Background: an optimization exercise with open tools, aiming at small area and a short achievable clock period. Do not read the settings as production practice. In this exercise RTL edits were held to simulation tests only and were not proved equivalent to the original.

the baseline:
// pe_mac_array
module pe_mac_array
#(
  parameter int DATA_WIDTH = nmcu_pkg::DATA_WIDTH,
  parameter int ACC_WIDTH  = nmcu_pkg::ACC_WIDTH,
  parameter int NUM_LANES  = 8
) (
  input  logic                            clk,
  input  logic                            rst_n,
  input  logic                            in_valid_i,
  output logic                            in_ready_o,
  input  logic [NUM_LANES*DATA_WIDTH-1:0] a_i,
  input  logic [NUM_LANES*DATA_WIDTH-1:0] b_i,
  input  logic                            first_i,
  input  logic                            last_i,
  output logic                            out_valid_o,
  input  logic                            out_ready_i,
  output logic [NUM_LANES*DATA_WIDTH-1:0] result_o,
  output logic [NUM_LANES*ACC_WIDTH-1:0]  acc_o,
  output logic [NUM_LANES-1:0]            sat_o,
  output logic                            busy_o,
  output nmcu_pkg::pe_mac_state_e        state_o
);
Size in the first run: roughly 4300 cells after synthesis, about 470 I/O pins.
==> flow/config.mk <==
export PLATFORM = sky130hd
export DESIGN_NAME = pe_mac_array
export DESIGN_NICKNAME = pe_mac_array
export VERILOG_FILES = /design/flow/design.v
export SDC_FILE = /design/flow/constraint.sdc
export NUM_CORES = 4
export LEC_CHECK = 0
export CAP_MARGIN = 20
export CORE_MARGIN = 2
export CORE_UTILIZATION = 40
export SETUP_SLACK_MARGIN = 2.5
export SLEW_MARGIN = 20
==> flow/constraint.sdc <==
create_clock -name core_clock -period 6.0 [get_ports {clk}]
set_input_delay 1.2000 -clock core_clock [delete_from_list [all_inputs] [get_ports {clk}]]
set_output_delay 1.2000 -clock core_clock [all_outputs]
set_load 0.01 [all_outputs]
run.sh (not shown) runs the stock make flow with config.mk's settings and CLKGATE_MAP_FILE= SYNTH_SCRIPT=/design/flow/synth_recipe.tcl, a recipe that flattens the netlist after the stock synthesis.
The baseline ended with every stage complete and zero timing, DRC or antenna violations.
Input changes introduced in the candidate (baseline for comparison: the baseline):
- a change of CORE_UTILIZATION from 40 to 60
- an added PLACE_DENSITY of 0.7
[summary]
Wire length: the candidate < the baseline. Across both runs, ratio of final minimum period to clock period was higher for the candidate than for the baseline. Flip-flop and latch share of the layout cell area came out higher on the candidate than on the baseline. First-pass GRT wire length, the candidate vs the baseline: down by a few percent. On global-route total usage across every layer: the candidate sits above the baseline.

pe_mac_array, a different RTL version from the one above (not shown whole).
Size in the first run: about 0.034 mm^2 of cells after synthesis.
export LEC_CHECK = 0
export ABC_AREA = 1
export CAP_MARGIN = 20
export CORE_MARGIN = 2
export CORE_UTILIZATION = 50
export CTS_CLUSTER_DIAMETER = 100
export CTS_CLUSTER_SIZE = 22
export PLACE_DENSITY = 0.75
export SETUP_SLACK_MARGIN = 2.8
export SLEW_MARGIN = 20
export TNS_END_PERCENT = 10
create_clock -name core_clock -period 6.0 [get_ports {clk}]
standard.sh (not shown) runs the stock make flow with config.mk's settings and CLKGATE_MAP_FILE= SYNTH_SCRIPT=/design/flow/synth_recipe.tcl, a recipe that flattens the netlist after the stock synthesis.
==> flow/flow/run.sh <==
#!/bin/bash
# Own layout flow: the standard flow (the standard.sh, all steps) with
# the port buffers made from buf_1 cells instead of ORFS's default choice.
# Each tool's output goes to the ORFS logs under orfs/logs; this script's
# own output goes to run.log.
set -e
{
  echo "== standard.sh"; cat standard.sh
  echo "== config.mk"; cat config.mk
  export BUFFER_PORTS_ARGS="-buffer_cell sky130_fd_sc_hd__buf_1"
  bash standard.sh
} > run.log 2>&1
Change:
CORE_UTILIZATION = 40   (was 50)
CTS_CLUSTER_SIZE = 25   (was 22)
PLACE_DENSITY = unset   (was 0.75)
The new run finished clean.
Register-to-register slack improves by 0.09 ns.
Setup slack is better by 0.042 ns.
Global-route usage goes down by 3.7 points.
Routed wire length went up by 4.9%.
Sequential share of layout area drops by 0.29 points.
Synthesized area is unchanged.
Core utilization fell by 11 points.
Clock-buffer cell count is higher by 3.
Change:
CTS_CLUSTER_SIZE = 22   (was 25)
Register-to-register slack stays flat.
Final cell count hardly moves.
Setup slack improves by 0.053 ns.
Global-route usage stays flat.
Routed wire length stays flat.
Change:
SETUP_SLACK_MARGIN = 2.6   (was 2.8)
Result:
- first-iteration DRC count is higher by 8.1%
- critical path depth fell by 9
- utilization goes down by 1.4 points
- via count decreases by 0.69%
- synthesized cell count does not change
- non-clock buffer count is lower by 24
- setup slack got worse by 0.17 ns
- count of clock-buffer cells in the layout goes up by 2
- final area fell by 2.9%
Change:
CAP_MARGIN = 10   (was 20)
SETUP_SLACK_MARGIN = 2.8   (was 2.6)
SLEW_MARGIN = 10   (was 20)
What happened:
- critical path depth rose by 9
- count of clock-buffer cells in the layout fell by 2
- synthesized area is unchanged
- setup slack gains 0.17 ns
Change:
CAP_MARGIN = 20   (was 10)
SETUP_SLACK_MARGIN = 3.0   (was 2.8)
SLEW_MARGIN = 20   (was 10)
Die area is unchanged.
Critical path depth fell by 2.
Design area rose by 2.3%.

==> afterwards: timing with drivers on the ports <==
How much do the figures lean on ideal ports? The routed layouts below were timed once more, with nothing changed but the port constraints. Step 1 assumes that a clkbuf_16 drives the clock port and a buf_2 every other input. Step 2, shift: input delay + t, output delay - t, t = (earliest + latest rising clock arrival at the registers) / 2. This alone moves slack from input paths to output paths. Three values: ideal ports, drivers, drivers and shift; two values: the first two.
| run | shift t [ns] | setup WS [ns] | worst register clock-pin slew, ns | worst slew at a driven data input, ns | cell pins on the clock port's net |
|---|---|---|---|---|---|
| the baseline | 0.695 | 1.729 / 1.729 / 1.729 | 0.07 / 0.07 | 0.07 | 1 |
| the candidate | 0.687 | 1.681 / 1.681 / 1.681 | 0.07 / 0.07 | 0.07 | 1 |
| the first run of note 2 | 0.676 | 2.758 / 2.758 / 2.144 | 0.10 / 0.10 | 0.13 | 1 |
| the second run of note 2 | 0.673 | 2.801 / 2.825 / 2.152 | 0.11 / 0.11 | 0.15 | 1 |
| the third run of note 2 | 0.675 | 2.854 / 2.859 / 2.207 | 0.10 / 0.10 | 0.15 | 1 |
| the fourth run of note 2 | 0.681 | 2.681 / 2.617 / 2.079 | 0.10 / 0.10 | 0.19 | 1 |
| the fifth run of note 2 | 0.675 | 2.854 / 2.859 / 2.207 | 0.10 / 0.10 | 0.15 | 1 |
| the sixth run of note 2 | 0.682 | 2.847 / 2.866 / 2.201 | 0.09 / 0.09 | 0.15 | 1 |
After both steps setup and hold are still met in every run listed. The setup slack of the second run of note 2, which loses most, moves by +0.024 ns with the drivers and by -0.649 ns with both steps.
